This is an optimization exercise on Yosys and OpenROAD, whose aim is small area, a short achievable clock period and few clock cycles per item, not a production implementation. Function was checked by simulation only, so behaviour that the tests miss may differ from the original. No activity file was given, so power comes from the tool's default toggle rates.

Design lru_sample_cache_slot_manager, start of the top module:
module lru_sample_cache_slot_manager (
  input  logic                 clk,
  input  logic                 rst,
  input  logic                 req_valid,
  output logic                 req_ready,
  input  logic                 req_op,
  input  logic [31:0]          req_key,
  input  logic [31:0]          req_now_time,
  output logic                 rsp_valid,
  input  logic                 rsp_ready,
  output logic [4:0]           rsp_slot,
  output logic                 rsp_hit,
  output logic                 rsp_evicted
);
  localparam int N = lsc_pkg::ENTRIES;
  localparam int Q = lsc_pkg::QDEPTH;
  logic        a_v;
  logic        a_op;
  logic [31:0] a_key;
  logic [31:0] a_t;
  logic        req_acc;
  assign req_acc = req_valid && req_ready;
  always_ff @(posedge clk) begin
    if (rst) a_v <= 1'b0;
    else     a_v <= req_acc;
  end
  always_ff @(posedge clk) begin
    a_op  <= req_op;
    a_key <= req_key;
    a_t   <= req_now_time;
  end
  logic         b_v;
  logic         b_op;
  logic [31:0]  b_key;
  logic [31:0]  b_t;
  logic [N-1:0] b_m;         
  logic         b_any;
  logic [4:0]   b_midx;
  logic [N-1:0] b_lt, b_le;
  logic         b_same1, b_tlt1, b_tle1;    
  logic         b_same2, b_tlt2, b_tle2;    
  logic         c_v;
  logic         c_add;
  logic         c_clr;
  logic [N-1:0] c_sel;       
  logic [N-1:0] c_selb;      
  logic [N-1:0] c_wkey;      
  logic [4:0]   c_idx;       
  logic         c_hit;
  logic         c_ev;
  logic [31:0]  c_key;
  logic [31:0]  c_t;
  logic         d_add;       
  logic [N-1:0] d_sel;       
  logic [4:0]   d_idx;
  logic [5:0]   used;        
  logic [N-1:0] eq_a, lt_a, le_a;
  for (genvar g = 0; g < N; g++) begin : g_cell
    lsc_cell u_cell (
      .clk       (clk),
      .we_key    (c_wkey[g]),
      .we_stamp  (c_sel[g]),
      .wr_key    (c_key),
      .wr_stamp  (c_t),
      .cmp_key   (a_key),
      .cmp_stamp (a_t),
      .key_eq    (eq_a[g]),
      .stamp_lt  (lt_a[g]),
      .stamp_le  (le_a[g])
    );
  end
  logic [N-1:0] eqv;
  logic [4:0]   eqv_idx;
  always_comb begin
  ...
For scale: about 10,000 cells after synthesis, roughly 3,000 flip-flops, about 78 I/O pins, ~140,000 um2 of cells after synthesis.
export LEC_CHECK = 0
export ABC_CLOCK_PERIOD_IN_PS = 2000
export CAP_MARGIN = 20
export CORE_MARGIN = 2
export CORE_UTILIZATION = 40
export CTS_BUF_LIST = sky130_fd_sc_hd__clkbuf_4 sky130_fd_sc_hd__clkbuf_8
export SETUP_SLACK_MARGIN = 1.5
export SLEW_MARGIN = 20
create_clock -name core_clock -period 5.0 [get_ports {clk}]
run.sh (not shown) runs the stock make flow with config.mk's settings and CLKGATE_MAP_FILE= SYNTH_SCRIPT=/design/flow/synth_recipe.tcl, a recipe that flattens the netlist after the stock synthesis.
Testbench counts at the start, summed over its fixed seeds: cycles 4,032, items 4,000.
Next try:
CTS_BUF_LIST = default   (was sky130_fd_sc_hd__clkbuf_4 sky130_fd_sc_hd__clkbuf_8)
SETUP_SLACK_MARGIN = 2.0   (was 1.5)
Effect: The new run completed with no timing, DRC or antenna violations. Synthesized area does not change. Power went up by 3.0%. Design area went up by 2.7%. Worst hold slack is better by 75 ps. Clock-buffer cell count went down by 264. Wire length went up by 2.3%. Critical path depth stays the same. Die area is unchanged. Fmax went up by about 18%.
Next try:
CTS_BUF_LIST = sky130_fd_sc_hd__clkbuf_4 sky130_fd_sc_hd__clkbuf_8   (was default)
=> Combinational power hardly moves; final area barely changes; worst hold slack degrades by 68 ps.

* * *

## lane 4
Another version of the RTL of lru_sample_cache_slot_manager (not shown whole).
Size: about 11,000 cells after synthesis, about 3,000 flip-flops, about 78 I/O pins.
==> flow/config.mk <==
export PLATFORM = sky130hd
export DESIGN_NAME = lru_sample_cache_slot_manager
export DESIGN_NICKNAME = lru_sample_cache_slot_manager
export VERILOG_FILES = /design/flow/design.v
export SDC_FILE = /design/flow/constraint.sdc
export NUM_CORES = 4
export LEC_CHECK = 0
export CAP_MARGIN = 20
export CORE_MARGIN = 2
export CORE_UTILIZATION = 40
export SLEW_MARGIN = 20
==> flow/constraint.sdc <==
create_clock -name core_clock -period 5.0 [get_ports {clk}]
set_input_delay 1.0000 -clock core_clock [delete_from_list [all_inputs] [get_ports {clk}]]
set_output_delay 1.0000 -clock core_clock [all_outputs]
set_load 0.01 [all_outputs]
Lane 4 completed; timing, DRC and antenna clean
Testbench counts of lane 4, summed over its fixed seeds: cycles 4,024, items 4,000.
--- input diff lane 4..lane 5 ---
Settings: SETUP_SLACK_MARGIN now 2.5, previously not set; ABC_CLOCK_PERIOD_IN_PS now 2000, previously not set.
### Flow results
~same actual transition at the worst max-transition pin in lane 5 and lane 4. Taking lane 4 as the reference, in lane 5 area of all placed cells without fillers went up 7.9%; maximum vdd ir drop went up 11%; flop-to-flop setup slack went up 1.34 ns; number of synthesized flops with an enable pin held. Between lane 4 and lane 5, the cell count went up. From lane 4 to lane 5 the numbers moved as follows: required arrival time at the worst endpoint stayed essentially flat; core utilization increased by 3.7 points relative to the old numbers. Lane 5 reached the final stage; the timing, DRC and antenna checks on its layout passed. [diff] highest achievable clock rate, lane 5 relative to lane 4: improvement. Relative to lane 4, lane 5 improves setup slack of the critical path after layout.

-- port drivers added, routing unchanged --
How much do the figures lean on ideal ports? The routed layouts below were timed once more, with nothing changed but the port constraints. Step 1, drivers: a clkbuf_16 drives clk and a buf_2 each remaining input, both assumed. Step 2 times the ports against the registers' clock, not the clock port: input delays grow and output delays shrink by t, the midpoint of the rising clock arrivals with the driver on. Three values: ideal, step 1, step 2; two values: the first two.
run	t (ns)	setup WS [ns]	latest minus earliest clock arrival (ns)	worst register clock-pin slew, ns	cell pins on the clock port's net
the first run of note 1	1.218	1.303 / 1.303 / 1.303	0.121 / 0.121	0.07 / 0.07	1
the second run of note 1	1.020	1.868 / 1.868 / 1.401	0.087 / 0.086	0.07 / 0.07	1
the third run of note 1	1.227	1.863 / 1.863 / 1.400	0.112 / 0.112	0.07 / 0.07	1
lane 4	1.056	0.164 / 0.164 / 0.164	0.096 / 0.096	0.07 / 0.07	1
lane 5	1.067	1.501 / 1.501 / 1.501	0.092 / 0.093	0.07 / 0.07	1
After both steps setup and hold are still met in every run listed. For the second run of note 1, which loses most, drivers alone change the setup slack by 0.000 ns; drivers and shift together by -0.467 ns.
